Context: an optimization exercise on an open-source flow, tuned for small area. The choices shown serve that exercise and are no tape-out recipe.
No driver is modelled on the clock port, so clocking that relies on it looks cheaper here than on a real chip.
Power is estimated from default activity; no workload was simulated.

Setup of run X:
==> flow/design.v <==
package eqPathPkg;
    typedef logic [16-1:0]        sample_t;      
    typedef logic signed [16-1:0] gain_t;        
    typedef logic                            channel_t;
    typedef logic [24-1:0]      dacWord_t;
    typedef logic [9-1:0]     hostAddr_t;
    typedef logic [32-1:0]     hostData_t;
    typedef struct packed {
        channel_t channel;
        sample_t  sample;
    } sampleBeat_t;
    typedef struct packed {
        gain_t ch1;
        gain_t ch0;
    } gainPair_t;
    typedef enum logic [1:0] {
        IDLE,
        SHIFT,
        DONE
    } spiState_t;
endpackage
module eqPath (
    input  logic      S_AXI_ACLK,
    input  logic      S_AXI_ARESETN,
    input  logic      hostWr,
    input  eqPathPkg::hostAddr_t hostAddr,
    input  eqPathPkg::hostData_t hostData,
    input  logic      ADC_SDO,
    output logic      ADC_SCK,
    output logic      ADC_SDI,
    output logic      ADC_CONV_CS,
    output logic      DAC_SCK,
    output logic      DAC_SDI,
    output logic      DAC_CONV_CS
);
    localparam logic [8:0] CNT_RST = 9'd281;
    logic [8:0] cnt;
    logic       tag;     
    logic adcWin, adcSck, sampleEn, adcSdi0, adcSdi1, dacWin, dacSck, dataWin, dacOne, dacTag, mulWin, gainLoad, jump0, jump1;
    assign adcWin   = (cnt[8] && cnt[7] && !cnt[6]);
    assign adcSck   = (cnt[8] && cnt[7] && cnt[1]);
    assign sampleEn = (cnt[7] && !cnt[6] && !cnt[1] && cnt[0]);
    assign adcSdi0  = (cnt[8] && cnt[7] && !cnt[6] && !cnt[5] && !cnt[4] && !cnt[3] && !cnt[2]);
    assign adcSdi1  = (cnt[8] && cnt[7] && !cnt[5] && !cnt[4] && !cnt[3] && cnt[2]);
    assign dacWin   = (!cnt[8] && !cnt[7]);
    assign dacSck   = (!cnt[8] && !cnt[7] && cnt[1]);
    assign dataWin  = (!cnt[7] && cnt[6]);
    assign dacOne   = (!cnt[8] && !cnt[7] && !cnt[4] && cnt[3]);
    assign dacTag   = (!cnt[7] && cnt[4] && cnt[3] && cnt[2]);
    assign mulWin   = (!cnt[7] && cnt[5] && cnt[4]);
    assign gainLoad = (cnt[8] && !cnt[7] && cnt[4]) || (!cnt[8] && !cnt[6] && !cnt[5] && !cnt[4] && !cnt[3] && !cnt[2] && !cnt[1] && cnt[0]);
    assign jump0    = (cnt[8] && cnt[6] && cnt[0]);
    assign jump1    = (cnt[8] && !cnt[7] && cnt[3] && cnt[0]);
    always_ff @(posedge S_AXI_ACLK) begin
        if (!S_AXI_ARESETN) begin
            cnt <= CNT_RST;
            tag <= 1'b0;
        end else begin
            cnt <= jump0 ? 9'd32 : (jump1 ? 9'd384 : (cnt + 9'd1));
            if (jump0) tag <= ~tag;
        end
    end
    logic [15:0] staged0, staged1;
    logic [15:0] sample;         
    logic [17:0] acc;            
    logic        hit0, hit1;
    logic        written0, written1;
    assign hit0 = hostWr && (hostAddr[3:0] == 4'hC) && !hostAddr[4];
    assign hit1 = hostWr && (hostAddr[3:0] == 4'hC) &&  hostAddr[4];
    always_ff @(posedge S_AXI_ACLK) begin
        if (hit0) staged0 <= hostData[15:0];
        if (hit1) staged1 <= hostData[15:0];
        written0 <= S_AXI_ARESETN && (written0 || hit0);
        written1 <= S_AXI_ARESETN && (written1 || hit1);
    end
    logic [15:0] nextGain;
    logic [16:0] gainRing;
    logic        gainNeg;        
    logic        pick0, pick1;
    assign pick0    = tag && written0;
    assign pick1    = !tag && written1;
    assign nextGain = (staged0 & {16{pick0}}) | (staged1 & {16{pick1}})
                    | (16'h4000 & {16{!pick0 && !pick1}});
    always_ff @(posedge S_AXI_ACLK) begin
        if (gainLoad) begin
            gainRing <= {nextGain[2:0], gainRing[14], nextGain[15:3]};
            gainNeg  <= nextGain[15];
        end else begin
            gainRing <= {gainRing[0], gainRing[16:1]};
        end
    end
    always_ff @(posedge S_AXI_ACLK) begin
        if (sampleEn) sample <= {sample[14:0], ADC_SDO ^ gainNeg};
    end
    logic        negSeen;        
    logic        mulBit;
    logic [16:0] addend, sum;
    assign mulBit = mulWin && (gainRing[0] ^ (gainNeg && negSeen));
    assign addend = {17{mulBit}} & {~sample[15], ~sample[15], sample[14:0]};
    always_ff @(posedge S_AXI_ACLK) begin
        negSeen <= mulWin && (negSeen || gainRing[0]);
    end
    logic [16:0] accExt;
    logic [17:0] carry;
    assign accExt   = {acc[17], acc[17:2]};
    assign carry[0] = mulBit && gainNeg;
    for (genvar i = 0; i < 17; i++) begin : g_add
        assign sum[i]     = accExt[i] ^ addend[i] ^ carry[i];
        assign carry[i+1] = (accExt[i] & addend[i]) | (carry[i] & (accExt[i] ^ addend[i]));
    end
    always_ff @(posedge S_AXI_ACLK) begin
        if (!dataWin) acc <= {sum[16] & mulWin, sum[15:0], acc[1]};
    end
    logic       sat;
    logic [3:0] bitIdx;
    logic       dataBit;
    assign sat     = !((acc[17] == acc[16]) && (acc[16] == acc[15]));
    assign bitIdx  = cnt[5:2];
    assign dataBit = sat ? ~acc[17] : (acc[15 - bitIdx] ^ (bitIdx == 4'd0));
    assign ADC_CONV_CS = !adcWin;
    assign ADC_SCK     = adcSck;
    assign ADC_SDI     = adcSdi0 || (adcSdi1 && tag);
    assign DAC_CONV_CS = !dacWin;
    assign DAC_SCK     = dacSck;
    assign DAC_SDI     = dataWin ? dataBit : (dacOne || (dacTag && tag));
endmodule
export LEC_CHECK = 0
export CAP_MARGIN = 20
export CORE_MARGIN = 2
export CORE_UTILIZATION = 65
export SLEW_MARGIN = 20
create_clock -name core_clock -period 10.0 [get_ports {S_AXI_ACLK}]
standard.sh (not shown) runs the stock make flow with config.mk's settings and CLKGATE_MAP_FILE= SYNTH_SCRIPT=/design/flow/synth_recipe.tcl, a recipe that flattens the netlist after the stock synthesis.
==> flow/flow/run.sh <==
#!/bin/bash
set -euo pipefail
bash standard.sh "BUFFER_PORTS_ARGS=-buffer_cell sky130_fd_sc_hd__buf_1" RECOVER_POWER=100 "CTS_ARGS=-sink_clustering_enable -repair_clock_nets -buf_list sky130_fd_sc_hd__clkbuf_8 -dont_use_dummy_load" finish > make.log 2>&1
What run Y does differently from run X at the input level:
--- a/flow/design.v
+++ b/flow/design.v
@@ -73,17 +73,13 @@
         written0 <= S_AXI_ARESETN && (written0 || hit0);
         written1 <= S_AXI_ARESETN && (written1 || hit1);
     end
     logic [15:0] nextGain;
     logic [16:0] gainRing;
     logic        gainNeg;        
-    logic        pick0, pick1;
-    assign pick0    = tag && written0;
-    assign pick1    = !tag && written1;
-    assign nextGain = (staged0 & {16{pick0}}) | (staged1 & {16{pick1}})
-                    | (16'h4000 & {16{!pick0 && !pick1}});
+    assign nextGain = tag ? (written0 ? staged0 : 16'h4000) : (written1 ? staged1 : 16'h4000);
     always_ff @(posedge S_AXI_ACLK) begin
         if (gainLoad) begin
             gainRing <= {nextGain[2:0], gainRing[14], nextGain[15:3]};
             gainNeg  <= nextGain[15];
         end else begin
             gainRing <= {gainRing[0], gainRing[16:1]};
--- outcome ---
Placement-stage cell area delta (run X -> run Y): insignificant. Final area delta for run Y relative to run X: 1.3% higher. Final weighted congestion in routability-driven placement: run Y < run X. Compared with run X, run Y shows a higher met1 routed wirelength after detailed routing. Via density per instance delta (run Y -> run X): insignificant. Run Y had finished all stages when the layout checks came back failing, citing max-capacitance violations, max-slew violations. Run Y vs. run X: final cell count without fillers shows an increase of 5, area used by multi-input combinational logic grew by about 3.7%. The detailed-routed wire length on met3 of run Y falls short of that of run X by 19%. Measured against each other, run X and run Y differ in post-route total power, the lower figure coming from run X.
Function was not checked in any run of this note: the RTL went through the layout flow alone.


RTL: the design.v shown in full above, as it stands there.
Settings: LEC_CHECK=0, CAP_MARGIN=20, CORE_MARGIN=2, CORE_UTILIZATION=65, SLEW_MARGIN=20; clock period 10.0 ns.
==> flow/flow/run.sh <==
#!/bin/bash
# The standard ORFS layout (standard.sh) with these changes:
# - the smallest buffer (buf_1) on the ports,
# - a clock tree of clkbuf_8 without dummy loads, whose buffers post_cts.tcl
#   then downsizes where the clock pins keep their slew,
# - power recovery (downsizing of cells with slack), after which
#   post_grt.tcl repairs any slew or capacitance violation it left.
# make's full output goes to make.log; ORFS keeps each step's log in orfs/logs.
set -euo pipefail
F="$PWD/flow"
bash standard.sh \
  "BUFFER_PORTS_ARGS=-buffer_cell sky130_fd_sc_hd__buf_1" \
  "CTS_ARGS=-sink_clustering_enable -repair_clock_nets -buf_list sky130_fd_sc_hd__clkbuf_8 -dont_use_dummy_load" \
  "POST_CTS_TCL=$F/post_cts.tcl" \
  RECOVER_POWER=100 \
  "POST_GLOBAL_ROUTE_TCL=$F/post_grt.tcl" \
  finish > make.log 2>&1
Other scripts of this flow, unchanged in this note and not shown: flow/flow/post_cts.tcl, flow/flow/post_grt.tcl
Rerun with:
--- a/flow/design.v
+++ b/flow/design.v
@@ -75,13 +75,9 @@
     end
     logic [15:0] nextGain;
     logic [16:0] gainRing;
     logic        gainNeg;        
-    logic        pick0, pick1;
-    assign pick0    = tag && written0;
-    assign pick1    = !tag && written1;
-    assign nextGain = (staged0 & {16{pick0}}) | (staged1 & {16{pick1}})
-                    | (16'h4000 & {16{!pick0 && !pick1}});
+    assign nextGain = tag ? (written0 ? staged0 : 16'h4000) : (written1 ? staged1 : 16'h4000);
     always_ff @(posedge S_AXI_ACLK) begin
         if (gainLoad) begin
             gainRing <= {nextGain[2:0], gainRing[14], nextGain[15:3]};
             gainNeg  <= nextGain[15];
Result: Sequential share of layout area drops by 0.66 points; non-clock buffer count came out higher by 2; global-route usage went up by 1.2 points; final cell count grows by 1.3%; combinational power went up by 71%; via count came out higher by 0.93%; utilization grows by 1.2 points; cell area increases by 1.1%; die area is about the same.
No run of this note included a check of the RTL's function; only the layout flow was run.

[static timing again, ports no longer ideal]
In the flow no input, the clock included, has a driving cell. The finished layouts below were timed again as built, in two steps.
Step 1 sets driving cells, clkbuf_16 on the clock port and buf_2 on the other inputs (assumed; they add their load-dependent delay and slew).
Step 2 moves the port delays by t, midway between the first and last clock arrival at a register: inputs arrive t later, outputs are due t later. That takes back most of the time a late clock gives input paths.
Three values: no drivers, after step 1, after step 2; two values: the first two.
| run | shift t [ns] | slack for setup (ns) | worst data-port slew with drivers (ns) |
|---|---|---|---|
| run X | 0.366 | 2.639 / 2.639 / 2.639 | 0.03 |
| run Y | 0.362 | 2.651 / 2.651 / 2.651 | 0.03 |
| the first run of note 2 | 0.522 | 2.631 / 2.631 / 2.631 | 0.03 |
| the second run of note 2 | 0.504 | 2.637 / 2.637 / 2.637 | 0.03 |
